What follows belongs to an exercise in optimizing a design on an open flow for small area, a short achievable clock period and few clock cycles per item; a production flow would make more cautious choices.
RTL that was checked went through simulation tests only; none was proved equivalent to the original.
For runs 2 to 4, only the layout was checked, not whether the RTL still works.

==> flow/design.v (outline; a module is shown in full before it is edited, if it fits) <==
// module cvn_top: 4008 lines
module cvn_top #(
	parameter int SAMPLE_WIDTH = 24
) (
	input  logic                    clk,
	input  logic                    arst_n,
	input  logic                    psel,
	input  logic                    penable,
	input  logic                    pwrite,
	input  logic [1:0]              paddr,
	input  logic [31:0]             pwdata,
	output logic [31:0]             prdata,
	output logic                    pready,
	input  logic                    cmd_valid,
	output logic                    cmd_ready,
	input  logic [1:0]              cmd_opcode,
	input  logic [SAMPLE_WIDTH-1:0] cmd_re,
	input  logic [SAMPLE_WIDTH-1:0] cmd_im,
	output logic                    rsp_valid,
	input  logic                    rsp_ready,
	output logic                    rsp_kind,
	output logic [SAMPLE_WIDTH-1:0] rsp_re,
	output logic [SAMPLE_WIDTH-1:0] rsp_im,
	output logic [31:0]             rsp_norm,
	output logic                    rsp_zero,
	output logic                    rsp_sat
);
  // ...
==> flow/flow/run.sh <==
#!/bin/bash
set -euo pipefail
MARGIN=$(cat flow/margin.txt)
bash standard.sh SETUP_SLACK_MARGIN="$MARGIN" finish > flow_make.log 2>&1
==> flow/flow/margin.txt <==
5.6
==> flow/standard.sh <==
#!/bin/bash
# synth_recipe.tcl (not shown) runs the flow's synth.tcl, then flattens the netlist and writes it again
# the make line also repeats each setting of config.mk as NAME=value (left out here)
make -C /OpenROAD-flow-scripts/flow DESIGN_CONFIG=/design/flow/config.mk WORK_HOME=/design/flow/orfs CLKGATE_MAP_FILE= SYNTH_SCRIPT=/design/flow/synth_recipe.tcl "${@:-finish}"
==> flow/config.mk <==
export PLATFORM = sky130hd
export DESIGN_NAME = cvn_top
export DESIGN_NICKNAME = cvn_top
export VERILOG_FILES = /design/flow/design.v
export SDC_FILE = /design/flow/constraint.sdc
export NUM_CORES = 4
export LEC_CHECK = 0
export ABC_CLOCK_PERIOD_IN_PS = 5000
export CAP_MARGIN = 20
export CORE_MARGIN = 2
export CORE_UTILIZATION = 40
export PLACE_DENSITY = 0.6
export SLEW_MARGIN = 20
==> flow/constraint.sdc <==
create_clock -name core_clock -period 11.0 [get_ports {clk}]
set_input_delay 2.2000 -clock core_clock [delete_from_list [all_inputs] [get_ports {clk}]]
set_output_delay 2.2000 -clock core_clock [all_outputs]
set_load 0.01 [all_outputs]
==> flow_summary.ini, run 1 <==
[outcome]
status = timing/DRC/antenna clean

[detailed_routing]
vias = 54100
met2_length_mm = 111
drt-pass1-iter-count = 7

[layout]
ff_latch_area_um2 = 12500
n_all_buffers = 500
non_clock_inverter_count = 1060
clock_cell_area_share_pct = 3.03
top_regs = sum_q (64), cs_s_q (55), cs_c_q (54)
nFillCells = 14300
largest_class = multi-input combinational cells
stdcell_count = 8723
syn2layout_area_growth_pct = 13.9
largest-register = sum_q

[clock_tree]
cts_buffers = 58
cts_resized = 109
cts_sinks = 465

[critical_path]
crit_path_end = rem_q[9]$_SDFFE_PP0P_
cp_slowest_stage_delay_ns = 0.63
rr_startpoint = state_q[9]$_DFF_PN0_
critical_path_class = reg -> reg

[worst_hold_path]
hold_depth = 0

[logic_synthesis]
synth.most_common_cell = inv_1
synthAdderAreaFrac_pct = 30.1
yosys_warnings = 1
async_flop_share_pct = 30.5

[global_route]
grt_remaining_overflow = 0

[die]
die_y_um = 390
Testbench counts, summed over its fixed seeds: cycles 12,328, items 5,556.
==> run 2: changes to the inputs <==
--- a/flow/design.v
+++ b/flow/design.v
@@ -53,22 +53,24 @@
 	localparam logic [NS-1:0] S_DV   = NS'(1) << I_DV;
 	localparam logic [1:0] K_ACC = 2'd0;
 	localparam logic [1:0] K_SCL = 2'd1;
 	localparam logic [1:0] K_FIN = 2'd2;
 	logic [NS-1:0] state_q;
 	logic        rdy_q;
 	logic [31:0] grid_q;
 	logic [63:0] sum_q;
+	logic        sat_q;     
+	logic [63:0] sum_e;
 	logic [31:0] recip_q;
 	logic        addr0_q;
 	logic [23:0] re_mag_q, im_mag_q;
 	logic        re_neg_q, im_neg_q;
 	logic [4:0]  cnt_q;
-	logic [31:0] rem_q;
+	logic [33:0] rem_q;
 	logic [28:0] root_q;
 	logic        f_small_q, sq_first_q;
 	logic [1:0]  fpass_q;
 	logic        fsat_q;
 	logic        s2_valid_q;
 	logic [1:0]  s2_kind_q;
 	logic        s2_second_q;
 	logic        s2_neg_q;
@@ -76,17 +78,17 @@
 	logic        s2_last_q;
 	logic [55:0] cs_s_q, cs_c_q;
 	logic [23:0] pend_re_q;
 	logic        pend_sat_q, pend_neg_q;
 	logic        out_valid_q;
 	logic        out_kind_q;
 	logic [23:0] out_re_q, out_im_q;
 	logic        out_rsat_q, out_isat_q, out_rneg_q, out_ineg_q;
-	logic        out_zero_q;
+	logic        out_zero_q, out_fsat_q;
 	logic cfg_write;
 	assign cfg_write = psel && penable && pwrite && (paddr == 2'd0);
 	assign pready    = 1'b1;
 	assign prdata    = addr0_q ? grid_q : 32'd0;
 	logic accept, out_free, stall;
 	assign cmd_ready = rdy_q;
 	assign accept    = cmd_valid && rdy_q;
 	assign out_free  = !out_valid_q || rsp_ready;
@@ -3688,37 +3690,39 @@
 	assign pt_c1448 = (pt_c1396 & pt_s1397) | (pt_c1396 & pt_p764) | (pt_s1397 & pt_p764);
 	assign pt_s1449 = pt_c1397 ^ pt_p765 ^ pt_p766;
 	assign pt_c1449 = (pt_c1397 & pt_p765) | (pt_c1397 & pt_p766) | (pt_p765 & pt_p766);
 	assign cs_s = {1'b0, pt_c1449, pt_c1448, pt_c1447, pt_c1446, pt_c1445, pt_c1444, pt_c1443, pt_c1442, pt_c1441, pt_c1440, pt_c1439, pt_c1438, pt_c1437, pt_c1436, pt_c1435, pt_c1434, pt_c1433, pt_c1432, pt_c1431, pt_c1430, pt_c1429, pt_c1428, pt_c1427, pt_c1426, pt_c1425, pt_c1424, pt_c1423, pt_c1422, pt_c1421, pt_c1420, pt_c1419, pt_c1418, pt_c1417, pt_c1416, pt_c1415, pt_c1414, pt_c1413, pt_c1412, pt_c1411, pt_c1410, pt_c1409, pt_c1408, pt_c1407, pt_c1406, pt_c1405, pt_c1404, pt_c1403, pt_c1402, pt_c1401, pt_c1400, pt_c1399, pt_c1398, pt_s1398, pt_p1, pt_p0};
 	assign cs_c = {1'b0, pt_p767, pt_s1449, pt_s1448, pt_s1447, pt_s1446, pt_s1445, pt_s1444, pt_s1443, pt_s1442, pt_s1441, pt_s1440, pt_s1439, pt_s1438, pt_s1437, pt_s1436, pt_s1435, pt_s1434, pt_s1433, pt_s1432, pt_s1431, pt_s1430, pt_s1429, pt_s1428, pt_s1427, pt_s1426, pt_s1425, pt_s1424, pt_s1423, pt_s1422, pt_s1421, pt_s1420, pt_s1419, pt_s1418, pt_s1417, pt_s1416, pt_s1415, pt_s1414, pt_s1413, pt_s1412, pt_s1411, pt_s1410, pt_s1409, pt_s1408, pt_s1407, pt_s1406, pt_s1405, pt_s1404, pt_s1403, pt_s1402, pt_s1401, pt_s1400, pt_s1399, pt_p5, pt_p2, 1'b0};
 	logic [63:0] addend;
 	logic [64:0] total;
 	logic s2_add_sum_q, s2_add_rnd_q, s2_add_rem_q;
-	assign addend = ({64{s2_add_sum_q}} & sum_q) |
+	assign sum_e  = sum_q | {64{sat_q}};
+	assign addend = ({64{s2_add_sum_q}} & sum_e) |
 		({64{s2_add_rnd_q}} & {{40{s2_neg_q}}, 1'b1, 23'd0}) |
-		({64{s2_add_rem_q}} & {32'd0, rem_q});
+		({64{s2_add_rem_q}} & {32'd0, rem_q[31:0]});
 	assign total = {1'b0, addend} + {9'd0, cs_s_q} + {9'd0, cs_c_q};
-	logic scl_sat;
-	assign scl_sat = !total[63] && (total[62:47] != '0);
+	logic [56:0] scl_cmp;
+	logic        scl_sat;
+	assign scl_cmp = {1'b0, cs_s_q} + {1'b0, cs_c_q} +
+		(s2_neg_q ? 57'h0FF_7FFF_FF80_0000 : 57'h0FF_8000_0080_0000);
+	assign scl_sat = scl_cmp[56];
 	logic s2_go;
 	assign s2_go = s2_valid_q && !stall;
-	logic [63:0] sum_acc;
 	logic        s2_acc;
-	assign sum_acc = total[64] ? '1 : total[63:0];
 	assign s2_acc  = s2_go && s2_kind_q == K_ACC;
 	logic        mode_sq;
 	logic [33:0] rx;
 	logic [32:0] rm1, rm2;
 	logic [33:0] rp3, rs3;
 	logic [34:0] rt1, rt2, rt3;
 	logic [1:0]  rk;
 	logic [31:0] rnext;
 	assign mode_sq = state_q[I_SQ];
-	assign rx  = mode_sq ? {rem_q[29:0], sum_q[59:56]} : {rem_q[31:0], 2'b00};
+	assign rx  = rem_q;
 	assign rm1 = mode_sq ? {1'b0, root_q, 3'b001} : {4'd0, root_q};
 	assign rm2 = mode_sq ? {root_q, 4'b0100} : {3'd0, root_q, 1'b0};
 	assign rp3 = mode_sq ? {1'b0, root_q, 4'b0000} : {4'd0, root_q, 1'b0};
 	assign rs3 = mode_sq ? {2'd0, root_q, 3'b000} : {5'd0, root_q};
 	assign rt1 = {1'b0, rx} - {2'd0, rm1};
 	assign rt2 = {1'b0, rx} - {2'd0, rm2};
 	assign rt3 = {1'b0, rx} - {1'b0, rp3} - {1'b0, rs3} - {31'd0, mode_sq, 2'b00, mode_sq};
 	always_comb begin
@@ -3776,19 +3780,22 @@
 		case (fpass_q)
 			2'd0:    f_al = {40'd0, sum_q[57:40]};
 			2'd1:    f_al = {15'd0, sum_q[58:16]};
 			default: f_al = sum_q[57:0];
 		endcase
 	end
 	assign f_small_c = (f_al[57:17] == '0) && (f_al[16:0] < 17'h1_0201);
 	assign f_small   = sq_first_q ? f_small_c : f_small_q;
-	logic nz1, nz2;
-	assign nz1 = (sum_q[63:24] != '0);
-	assign nz2 = (sum_q[63:48] != '0);
+	logic        nz1, nz2, zsum_q, nz1_q, nz2_q, sat_n;
+	logic [63:0] sum_n;
+	assign sum_n = s2_acc ? total[63:0] : sum_q;
+	assign sat_n = sat_q || (s2_acc && total[64]);
+	assign nz1 = nz1_q;
+	assign nz2 = nz2_q;
 	logic [NS-1:0] state_nx;
 	logic       rdy_nx;
 	logic       issue;
 	logic       fin_write, fin_zero, fin_sat;
 	logic [NS-1:0] acc_state;
 	always_comb begin
 		case (cmd_opcode)
 			OP_ACCUM:  acc_state = S_PA;
@@ -3821,17 +3828,17 @@
 				if (!stall) begin
 					issue    = 1'b1;
 					state_nx = accept ? acc_state : S_IDLE;
 				end
 			end
 			state_q[I_F0]: state_nx = S_F1;
 			state_q[I_F1]: begin
 				if (!s2_valid_q && out_free) begin
-					if (sum_q == '0) begin
+					if (zsum_q) begin
 						fin_write = 1'b1;
 						fin_zero  = 1'b1;
 						state_nx  = S_IDLE;
 					end else begin
 						issue    = 1'b1;
 						state_nx = nz1 ? S_F2 : S_F4;
 					end
 				end
@@ -3885,33 +3892,36 @@
 		(state_nx[I_DV] && cnt_nx == 5'd1) ||
 		(state_nx[I_SQ] && cnt_nx == 5'd1 && f_small);
 	always_ff @(posedge clk or negedge arst_n) begin
 		if (!arst_n) begin
 			state_q     <= S_IDLE;
 			rdy_q       <= 1'b1;
 			grid_q      <= ONE_Q24;
 			sum_q       <= '0;
+			sat_q       <= 1'b0;
 			recip_q     <= ONE_Q24;
 			s2_valid_q  <= 1'b0;
 			out_valid_q <= 1'b0;
 		end else begin
 			state_q <= state_nx;
 			rdy_q   <= rdy_nx;
 			if (cfg_write) grid_q <= pwdata;
 			if (!stall) s2_valid_q <= issue;
 			if (fin_write || (s2_go && s2_kind_q == K_SCL && s2_second_q)) begin
 				out_valid_q <= 1'b1;
 			end else if (rsp_ready) begin
 				out_valid_q <= 1'b0;
 			end
 			if (s2_go && s2_kind_q == K_ACC) begin
-				sum_q <= sum_acc;
+				sum_q <= total[63:0];
+				sat_q <= sat_q || total[64];
 			end else if (s2_go && s2_kind_q == K_FIN && s2_last_q) begin
 				sum_q <= f_d;
+				sat_q <= 1'b0;
 			end else if (s2_go && s2_kind_q == K_FIN && s2_pass_q == 2'd1) begin
 				sum_q[9:0] <= total[23:14];
 			end else if (state_q[I_SQ]) begin
 				sum_q <= sq_skip ? {4'd0, sum_q[43:0], 16'd0} : {4'd0, sum_q[55:0], 4'd0};
 			end
 			if (fin_write && fin_zero) begin
 				recip_q <= ONE_Q24;
 			end else if (fin_write && fin_sat) begin
@@ -3932,19 +3942,19 @@
 			im_mag_q <= in_im;
 			re_neg_q <= cmd_re[23];
 			im_neg_q <= cmd_im[23];
 		end else if (state_q[I_P1] && !stall) begin
 			re_mag_q <= im_mag_q;
 		end else if (state_q[I_F0]) begin
 			re_mag_q <= s2_acc ? total[23:0] : sum_q[23:0];
 		end else if (state_q[I_F1] && !s2_valid_q && out_free) begin
-			re_mag_q <= sum_q[47:24];
+			re_mag_q <= sum_e[47:24];
 		end else if (state_q[I_F2]) begin
-			re_mag_q <= {8'd0, sum_q[63:48]};
+			re_mag_q <= {8'd0, sum_e[63:48]};
 		end
 		if (!stall) begin
 			cs_s_q      <= cs_s;
 			cs_c_q      <= cs_c;
 			s2_kind_q   <= (state_q[I_P1] || state_q[I_P2]) ? K_SCL :
 				(state_q[I_PA] ? K_ACC : K_FIN);
 			s2_second_q <= state_q[I_P2];
 			s2_neg_q    <= state_q[I_P1] ? re_neg_q : im_neg_q;
@@ -3956,53 +3966,63 @@
 		end
 		cnt_q <= cnt_nx;
 		mul_q <= state_nx[I_P1] || state_nx[I_P2] || state_nx[I_F1] || state_nx[I_F2] ||
 			state_nx[I_F3];
 		sq_q  <= state_nx[I_PA];
 		if (state_q[I_F4]) fpass_q <= s2_pass_q;
 		sq_first_q <= state_q[I_F4];
 		if (sq_first_q) f_small_q <= f_small_c;
-		fsat_q <= state_q[I_F0] && s2_acc && total[64];
+		fsat_q <= state_q[I_F0] && sat_n;
+		if (state_q[I_F0]) begin
+			zsum_q <= (sum_n == '0) && !sat_n;
+			nz1_q  <= (sum_n[63:24] != '0) || sat_n;
+			nz2_q  <= (sum_n[63:48] != '0) || sat_n;
+		end
 		if (state_q[I_F4]) begin
-			rem_q <= '0;
+			rem_q <= {30'd0, f_d[59:56]};
 		end else if (s2_go && s2_kind_q == K_FIN) begin
-			rem_q <= total[55:24];
+			rem_q <= {2'd0, total[55:24]};
 		end else if (state_q[I_SQ]) begin
-			if (sq_last) rem_q <= dv_rem;
-			else if (!sq_skip) rem_q <= rnext;
+			if (sq_last) rem_q <= {dv_rem, 2'b00};
+			else if (sq_skip) rem_q <= {30'd0, sum_q[43:40]};
+			else rem_q <= {rnext[29:0], sum_q[55:52]};
 		end else if (state_q[I_DV]) begin
-			rem_q <= rnext;
+			rem_q <= {rnext, 2'b00};
 		end
 		if (state_q[I_F1] && !s2_valid_q && out_free) begin
 			root_q <= '0;
 		end else if (state_q[I_SQ] && !sq_skip) begin
 			root_q <= {root_q[26:0], rk};
 		end
 		if (s2_go && s2_kind_q == K_SCL && !s2_second_q) begin
-			pend_re_q  <= total[47:24];
+			pend_re_q  <= total[47:24] ^ {24{s2_neg_q}};
 			pend_sat_q <= scl_sat;
 			pend_neg_q <= s2_neg_q;
 		end
 		if (s2_go && s2_kind_q == K_SCL && s2_second_q) begin
 			out_kind_q <= 1'b0;
 			out_re_q   <= pend_re_q;
 			out_rsat_q <= pend_sat_q;
 			out_rneg_q <= pend_neg_q;
-			out_im_q   <= total[47:24];
+			out_im_q   <= total[47:24] ^ {24{s2_neg_q}};
 			out_isat_q <= scl_sat;
 			out_ineg_q <= s2_neg_q;
+			out_zero_q <= 1'b0;
+			out_fsat_q <= 1'b0;
 		end else if (fin_write) begin
 			out_kind_q <= 1'b1;
+			out_re_q   <= '0;
+			out_rsat_q <= 1'b0;
+			out_im_q   <= '0;
+			out_isat_q <= 1'b0;
 			out_zero_q <= fin_zero;
-			out_rsat_q <= fin_sat;
+			out_fsat_q <= fin_sat;
 		end
 	end
 	assign rsp_valid = out_valid_q;
 	assign rsp_kind  = out_kind_q;
-	assign rsp_re    = out_kind_q ? 24'd0 :
-		((out_rsat_q ? 24'h7F_FFFF : out_re_q) ^ {24{out_rneg_q}});
-	assign rsp_im    = out_kind_q ? 24'd0 :
-		((out_isat_q ? 24'h7F_FFFF : out_im_q) ^ {24{out_ineg_q}});
+	assign rsp_re    = out_rsat_q ? {out_rneg_q, {23{!out_rneg_q}}} : out_re_q;
+	assign rsp_im    = out_isat_q ? {out_ineg_q, {23{!out_ineg_q}}} : out_im_q;
 	assign rsp_norm  = out_kind_q ? {3'd0, root_q} : 32'd0;
-	assign rsp_zero  = out_kind_q && out_zero_q;
-	assign rsp_sat   = out_rsat_q || (!out_kind_q && out_isat_q);
+	assign rsp_zero  = out_zero_q;
+	assign rsp_sat   = out_rsat_q || out_isat_q || out_fsat_q;
 endmodule
==> flow/flow/margin.txt (replaced) <==
6.0
==> flow_summary.ini, run 2 <==
[critical_path]
crit_slowest_cell = fa_2
cp.required_ns = 11.48
cp_slowest_stage_delay_ns = 0.55
critical_path_class = reg -> reg
crit_start = re_mag_q[10]$_DFFE_PP_
crit_buf_inv = 8
r2r_slack_ns = 5.81
rr_startpoint = re_mag_q[10]$_DFFE_PP_
cp_max_fo = 7
cp_cell_sequence = buf_6, and2_4, buf_12, buf_6, buf_6, a22o_1, fa_2, inv_2, fa_2, fa_1, inv_2, fa_2, inv_2, fa_2, fa_1, inv_2, fa_2
worst_setup_path_start_kind = flop
critPathTopFamily = adder cells
crit_top_cell = fa_2
cp-end-kind = flop
critPathArrivalTime_ns = 5.66

[detailed_routing]
wl_per_cell_um = 30.2
totalWireLength_mm = 281
drt-initial-drc-count = 7333
vias_per_cell = 6.29
drt-pass1-iter-count = 7
final_antenna_net_count = 0
vias = 58500
drc = 0

[layout]
nFillCells = 14900
largest-register = sum_q
stdcell_count = 9301
largest_reg_flops = 64
drive_above_1_share_pct = 15.6
nets = 8367
syn2layout_area_growth_pct = 18.3
top_regs = sum_q (64), cs_s_q (55), cs_c_q (54)
fin_util_pct = 47.5
final_cell_mix = 954 x inv_1, 639 x fa_1, 566 x nand2_1
layout_commonest_cell = inv_1

[logic_synthesis]
synthAdderAreaFrac_pct = 31.2
synth.most_common_cell = inv_1
synth_compound_area_share_pct = 21.9
syn_area_um2 = 62500
synth_xor_area_share_pct = 2.69
async_flop_share_pct = 30.3
synth_top_family_by_area = adder cells
yosys.cell_types.count = 100
syn_area_per_cell_um2 = 8.86
synthTopCellsByCount = 1039 x inv_1, 774 x fa_1, 576 x nand2_1
yosysTopAreaCell = fa_1
netlist_instances = 7055
synthSimpleGateAreaFrac_pct = 12.6
synth_top_area_share_pct = 24.8
synthFlopType = edfxtp_1
synthTopCellsByArea = fa_1 25%, edfxtp_1 12%, ha_1 6.4%
ys_seq_elements = 472
yosys_warnings = 1
ys_seq_area_share_pct = 20.4
muxShareOfSynthArea_pct = 1.69
synth_edf_count = 256

[die]
start_util_pct = 40.2
io_pins = 209
core-area_um2 = 156000
die_area_um2 = 159000
die_w_um = 399
die_y_um = 399
rows = 145

[global_route]
grt_first_pass_wirelength_mm = 401
grt_remaining_overflow = 0
grt_pass1_vias = 57600
grt_max_degree = 87
grt.total_usage_pct = 34.2
antenna_found_initial = 14

[job]
maxCapViolCount = 0

[sta]
finalCriticalPeriod_ns = 5.19
final.setup.worst_slack_ns = 5.81
skew_ns = 0.0381
worst_pin_slew_ns = 1.23
fmax_ghz = 0.193
rsz0062_at_grt = yes
slew_viol_final = 0
max_slew_margin_pct = 17.5
period_share_pct = 47.1
setup_viol = 0
setup-tns-final_ns = 0
hold_viol = 0

[worst_hold_path]
hold_class = reg -> reg
min_from = pend_neg_q$_DFFE_PP_

[placement]
detailedPlacementHpwl_mm = 200
dp.cells = 8945
io_buffers = 204
gp_congestion = 1.05
pre_cts_ws_ns = 4.81

[clock_tree]
holdBufCountCts = 0
clock-root-buffer = clkbuf_16
clock_path_buffers = 3
htreeDepth = 2
clk_pin_slew_ns = 0.06
cts_buffers = 61
insertion_delay_ns = 0.74
cts_tree = done
cts_sinks = 472

[outcome]
status = timing/DRC/antenna clean
## run 2: worst paths after layout
| kind | endpoint | depth (start not counted) |
|---|---|---|
| setup / recovery | cs_c_q[34]$_DFFE_PN_ | 17 |
| hold / removal | out_rneg_q$_DFFE_PP_ | 0 |
| setup reg to reg | cs_c_q[34]$_DFFE_PN_ | 17 |
| hold reg to reg | out_rneg_q$_DFFE_PP_ | 0 |
| max in group asynchronous | recip_q[0]$_DFFE_PN0P_ | 2 |
| min in group asynchronous | sum_q[62]$_DFFE_PN0P_ | 1 |
## run 2: worst register-to-register path, cell delays in order, from the launching register on
cell	delay, ns
edfxtp_1	0.53
buf_6	0.20
and2_4	0.16
buf_12	0.15
buf_6	0.13
buf_6	0.11
a22o_1	0.20
fa_2	0.55
inv_2	0.04
fa_2	0.44
fa_1	0.52
inv_2	0.04
fa_2	0.52
inv_2	0.04
fa_2	0.35
fa_1	0.47
inv_2	0.08
fa_2	0.42
## run 2: routing by layer
layer / GRT usage (%) / vias to the layer above / wire length [µm]
met5: 0 / - / 81
li1: - / 24400 / -
met2: 50.7 / 4222 / 118000
met1: 44.0 / 28800 / 106000
met3: 11.0 / 1021 / 35800
met4: 19.4 / 10 / 20800
## run 2: cell families after synthesis
logic type      after synthesis
compound gates             2011
simple gates               1609
buf+inv                    1576
fa+ha+maj                  1094
flops                       472
xor+xnor                    191
mux                         100
other cells                   2
## run 2: what timing repair did
action                     in CTS  in global routing
resized for setup             447                356
cloned                         17                 12
setup endpoints to repair     267                178
pin swaps                     122                163
buffers inserted              140                 63
## run 2: layout make-up
class	count	area, µm²	area share (%)
antenna	8	20.0	0.0271
clock buffer	76	1690	2.28
multi-input combinational	5011	46100	62.3
sequential	472	12800	17.3
inverter	1039	3910	5.28
timing repair buffer	597	6410	8.66
clock inverter	40	493	0.667
tap	2058	2570	3.48
## run 2: through the flow
stage	instance area, µm²	hold slack, ns
floorplan	63000	0.400
global placement	66600	0.407
detailed placement	66600	0.417
CTS	71800	0.432
global route	73900	0.436
finish	74000	0.431
==> run 3: changes to the inputs <==
==> flow/flow/margin.txt (replaced) <==
5.6
==> flow_summary.ini, run 3 <==
[die]
io_pins = 209
rows = 145
die_w_um = 399
die_area_um2 = 159000
core-area_um2 = 156000
start_util_pct = 40.2
die_y_um = 399

[critical_path]
r2r_slack_ns = 5.59
cp-end-kind = flop
worst_setup_path_start_kind = flop
cp_slowest_stage_delay_ns = 0.94
critPathArrivalTime_ns = 5.81
crit_slowest_cell = o21a_2
cp_cell_sequence = buf_6, o21a_2, a22oi_1, fa_1, inv_1, fa_1, inv_1, fa_1, fa_1, fa_1, inv_1, fa_1
rr_worst_depth = 12
critPathTopFamily = adder cells
rr_startpoint = fsat_q$_DFF_P_
crit_buf_inv = 4
r2r_end = cs_c_q[21]$_DFFE_PN_
cp_max_fo = 32
crit_top_cell = fa_1
cp.required_ns = 11.40
critical_path_class = reg -> reg

[clock_tree]
htreeDepth = 2
holdBufCountCts = 0
cts_sinks = 472
clock_path_buffers = 3
clk_pin_slew_ns = 0.07
cts_tree = done
clock-root-buffer = clkbuf_16
cts_buffers = 61
insertion_delay_ns = 0.74

[placement]
pre_cts_ws_ns = 4.76
gp_congestion = 1.04
io_buffers = 204
detailedPlacementHpwl_mm = 196

[sta]
final.setup.worst_slack_ns = 5.59
slew_viol_final = 0
max_slew_margin_pct = 20.0
setup-tns-final_ns = 0
worst_pin_slew_ns = 1.20
holdWs_ns = 0.420
fmax_ghz = 0.185
finalCriticalPeriod_ns = 5.41
rsz0062_at_grt = yes
period_share_pct = 49.2
setup_viol = 0
skew_ns = 0.0657
hold_viol = 0

[detailed_routing]
final_antenna_net_count = 0
vias_per_cell = 6.32
drt-pass1-iter-count = 11
vias = 57800
totalWireLength_mm = 274
drt-initial-drc-count = 7198
wl_per_cell_um = 29.9
drc = 0

[layout]
drive_above_1_share_pct = 8.45
nets = 8220
top_regs = sum_q (64), cs_s_q (55), cs_c_q (54)
final_cell_mix = 1036 x inv_1, 773 x fa_1, 571 x nand2_1
largest-register = sum_q
largest_reg_flops = 64
nFillCells = 15200
syn2layout_area_growth_pct = 12.5
layout_commonest_cell = inv_1

[worst_hold_path]
holdPathEnd = out_rneg_q$_DFFE_PP_
min_from = pend_neg_q$_DFFE_PP_
hold_class = reg -> reg
hold_depth = 0

[global_route]
grt_first_pass_wirelength_mm = 391
grt.total_usage_pct = 33.3
grt_pass1_vias = 57000
antenna_found_initial = 9
grt_max_degree = 81
grt_remaining_overflow = 0

[logic_synthesis]
netlist_instances = 7055
synthTopCellsByArea = fa_1 25%, edfxtp_1 12%, ha_1 6.4%
yosysTopAreaCell = fa_1
synthTopCellsByCount = 1039 x inv_1, 774 x fa_1, 576 x nand2_1
syn_area_um2 = 62500
yosys.cell_types.count = 100
yosys_warnings = 1
synthFlopType = edfxtp_1
async_flop_share_pct = 30.3
synth.most_common_cell = inv_1
ys_seq_area_share_pct = 20.4
ys_seq_elements = 472
synth_edf_count = 256
synth_top_area_share_pct = 24.8
syn_area_per_cell_um2 = 8.86

[job]
maxCapViolCount = 0

[outcome]
status = timing/DRC/antenna clean
run 3: cell counts after synthesis:
Identical to the previous run, type by type.
run 3: final cells by class:
type	count	area (µm²)	area share, %
flip-flops and latches	472	12800	18.1
inverters	1039	3900	5.55
clock inverters	49	592	0.842
repair inverters	1	7.51	0.0107
repair buffers	446	4250	6.05
diodes	4	10.0	0.0142
well taps	2058	2570	3.66
clock buffers	67	1570	2.23
multi-input cells	5014	44600	63.5
run 3: what timing repair did:
item,4_1_cts,5_1_grt
setup endpoints to repair,105,97
pin swaps,5,16
resized for setup,112,122
cloned,2,9
setup buffers,20,49
run 3: worst max-delay path by stage:
stage               slack (ns)  cells after the start                     end            startpoint
floorplan                 5.58                     19         nz1_q$_DFFE_PP_    s2_neg_q$_DFFE_PN_
global route              5.46                     19         nz1_q$_DFFE_PP_     sat_q$_DFFE_PN0P_
global placement          4.84                     16         nz1_q$_DFFE_PP_     sat_q$_DFFE_PN0P_
finish                    5.59                     12    cs_c_q[21]$_DFFE_PN_        fsat_q$_DFF_P_
detailed placement        4.76                     18  rem_q[21]$_SDFFE_PP0P_  state_q[9]$_DFF_PN0_
CTS                       5.58                     15    cs_c_q[22]$_DFFE_PN_          sq_q$_DFF_P_
run 3: kinds of logic (layout without fill, tap and decap cells):
family	Yosys count	count (layout)	share of synthesized area [%]
AO/OA/AOI/OAI	2011	2016	21.9
XOR/XNOR	191	191	2.69
adder cells (fa/ha/maj)	1094	1094	31.2
buffers and inverters	1576	1602	9.53
flip-flops	472	472	20.4
multiplexers	100	100	1.69
other	2	8	0.0120
AND/OR/NAND/NOR	1609	1609	12.6
run 3: per-stage QoR:
step | instances | instance area, µm² | utilization, %
2_1_floorplan | 7057 | 62600 | -
3_3_place_gp | 8948 | 66500 | 42.7
3_5_place_dp | 8948 | 66500 | 42.7
4_1_cts | 9086 | 69200 | 44.5
5_1_grt | 9146 | 70300 | 45.1
6_report | 9150 | 70300 | 45.2
run 3: per-layer routing:
| metal | share of wire (%) | GRT usage (%) |
|---|---|---|
| met1 | 38 | 43.2 |
| met3 | 13 | 11.1 |
| met4 | 6.9 | 17.1 |
| met5 | 0.055 | 0 |
| met2 | 42 | 49.4 |
==> run 4: changes to the inputs <==
==> flow/flow/margin.txt (replaced) <==
5.3
==> flow_summary.ini, run 4 <==
[outcome]
status = timing/DRC/antenna clean

[detailed_routing]
final_antenna_net_count = 0
drt-pass1-iter-count = 8
drt-initial-drc-count = 7584
totalWireLength_mm = 270
wl_per_cell_um = 29.6
vias_per_cell = 6.32
drc = 0
vias = 57500

[sta]
setup_viol = 0
setup-tns-final_ns = 0
fmax_ghz = 0.175
period_share_pct = 52.0
rsz0062_at_grt = yes
slew_viol_final = 0
max_slew_margin_pct = 18.0
worst_pin_slew_ns = 1.22
hold_viol = 0
skew_ns = 0.0339
finalCriticalPeriod_ns = 5.72

[layout]
final_cell_mix = 1036 x inv_1, 774 x fa_1, 574 x nand2_1
drive_above_1_share_pct = 6.61
largest_reg_flops = 64
multi_input_area_um2 = 44100
nets = 8162
syn2layout_area_growth_pct = 10.5
top_regs = sum_q (64), cs_s_q (55), cs_c_q (54)
largest-register = sum_q
nFillCells = 15300
ff_latch_area_um2 = 12700
layout_commonest_cell = inv_1

[logic_synthesis]
ys_seq_area_share_pct = 20.4
syn_area_um2 = 62500
synthTopCellsByArea = fa_1 25%, edfxtp_1 12%, ha_1 6.4%
ys_seq_elements = 472
yosys_warnings = 1
async_flop_share_pct = 30.3
synth_top_area_share_pct = 24.8
yosys.cell_types.count = 100
synthTopCellsByCount = 1039 x inv_1, 774 x fa_1, 576 x nand2_1
synth.most_common_cell = inv_1
synth_edf_count = 256
netlist_instances = 7055
yosysTopAreaCell = fa_1
synthFlopType = edfxtp_1
syn_area_per_cell_um2 = 8.86

[critical_path]
crit_top_cell = fa_1
cp_max_fo = 16
cp.required_ns = 11.40
crit_slowest_cell = edfxtp_1
cp_cell_sequence = and2_1, buf_6, ha_1, a21oi_1, fa_1, fa_1, fa_1, fa_1, fa_1, fa_1, inv_1, fa_1
critical_path_class = reg -> reg
critPathArrivalTime_ns = 6.12
worst_setup_path_start_kind = flop
cp_slowest_stage_delay_ns = 0.75
cp-end-kind = flop

[die]
core-area_um2 = 156000
die_y_um = 399
start_util_pct = 40.2
die_area_um2 = 159000
rows = 145
io_pins = 209
die_w_um = 399

[placement]
detailedPlacementHpwl_mm = 200
io_buffers = 204
gp_congestion = 1.09

[global_route]
grt_first_pass_wirelength_mm = 390
busiest_layer = met2
antenna_found_initial = 17
use_met2_pct = 48.7
grt_util_met3_pct = 10.8
grt_max_degree = 81
grt_remaining_overflow = 0
grt_pass1_vias = 56700
grt_use_met1_pct = 43.5
grt.total_usage_pct = 33.1

[clock_tree]
clock-root-buffer = clkbuf_16
cts_buffers = 61
insertion_delay_ns = 0.73
cts_sinks = 472
clock_path_buffers = 3
clk_pin_slew_ns = 0.06
cts_tree = done
htreeDepth = 2
holdBufCountCts = 0

[job]
maxCapViolCount = 0

[worst_hold_path]
hold_class = reg -> reg
[run 4: cell counts after synthesis]
Identical to the previous run, type by type.
[run 4: path summary, 6_finish.rpt]
path / start / endpoint / slack [ns] / cells past startpoint
worst max register to register: re_mag_q[10]$_DFFE_PP_ / cs_c_q[21]$_DFFE_PN_ / 5.28 / 12
worst min register to register: pend_neg_q$_DFFE_PP_ / out_rneg_q$_DFFE_PP_ / 0.43 / 0
worst min-delay path: pend_neg_q$_DFFE_PP_ / out_rneg_q$_DFFE_PP_ / 0.43 / 0
worst max-delay path: re_mag_q[10]$_DFFE_PP_ / cs_c_q[21]$_DFFE_PN_ / 5.28 / 12
max in group asynchronous: arst_n / recip_q[16]$_DFFE_PN0P_ / 7.64 / 3
min in group asynchronous: arst_n / grid_q[31]$_DFFE_PN0P_ / 1.46 / 1
[run 4: layer usage]
layer	part of all wire (%)	vias up
li1	-	24100
met3	13	976
met1	39	28400
met5	0.087	-
met4	6.3	10
met2	42	4102
[run 4: critical path, delay by kind of cell (launching register included)]
family / cells / cell delay [ns]
buf+inv: 2 / 0.32
simple gates: 1 / 0.23
flops: 1 / 0.75
compound gates: 1 / 0.19
fa+ha+maj: 8 / 3.89
[run 4: cell families after synthesis]
logic type      count (synthesis)  synth area share [%]
compound gates               2011                  21.9
simple gates                 1609                  12.6
buf+inv                      1576                  9.53
fa+ha+maj                    1094                  31.2
flops                         472                  20.4
xor+xnor                      191                  2.69
mux                           100                  1.69
other cells                     2                0.0120
[run 4: through the flow]
| stage | worst slack [ns] | utilization (%) | instance area [µm²] | hold slack, ns | instances |
|---|---|---|---|---|---|
| 6_report | 5.28 | 44.4 | 69100 | 0.433 | 9100 |
| 3_5_place_dp | 4.75 | 42.8 | 66600 | 0.423 | 8963 |
| 5_1_grt | 5.23 | 44.4 | 69100 | 0.460 | 9089 |
| 4_1_cts | 5.29 | 44.2 | 68900 | 0.440 | 9079 |
| 3_3_place_gp | 4.81 | 42.8 | 66600 | 0.406 | 8963 |
| 2_1_floorplan | 5.31 | - | 62500 | 0.400 | 7057 |
[run 4: cell type report]
type | count | area share, %
Sequential cell | 472 | 18.4
Inverter | 1039 | 5.65
Clock buffer | 89 | 2.62
Clock inverter | 27 | 0.569
Tap cell | 2058 | 3.73
Timing Repair Buffer | 394 | 5.11
Multi-Input combinational cell | 5009 | 63.8
Antenna cell | 12 | 0.0435
[run 4: timing repair]
action / in CTS / in global routing
pin swaps: 0 / 1
hold endpoints to repair: 0 / 0
setup endpoints to repair: 85 / 75
resized for setup: 45 / 30
buffers inserted: 0 / 9

[afterwards: timing with drivers on the ports]
The flow's constraints put no driver on any port. The routed layouts listed below were extracted and timed again, unchanged, in two steps. Step 1, drivers: a clkbuf_16 drives clk and a buf_2 each remaining input, both assumed. Step 2 adds t to the input delays and takes it off the output delays; t is the mean of the earliest and latest rising clock arrival at the registers after step 1. Input paths then give back, and output paths get back, about the clock's delay inside the block. Three values: no drivers, after step 1, after step 2; two values: the first two.
run	t, ns	setup slack, ns	worst setup path after step 2	clock arrival spread, ns
run 1	0.768	5.573 / 5.573 / 5.488	input to register	0.052 / 0.053
run 2	0.809	5.815 / 5.815 / 5.358	input to register	0.038 / 0.038
run 3	0.792	5.589 / 5.589 / 5.210	input to register	0.066 / 0.066
run 4	0.796	5.279 / 5.279 / 5.223	input to register	0.036 / 0.035
After both steps every run listed still meets setup and hold. For run 2, which loses most, drivers alone change the setup slack by 0.000 ns; drivers and shift together by -0.457 ns.
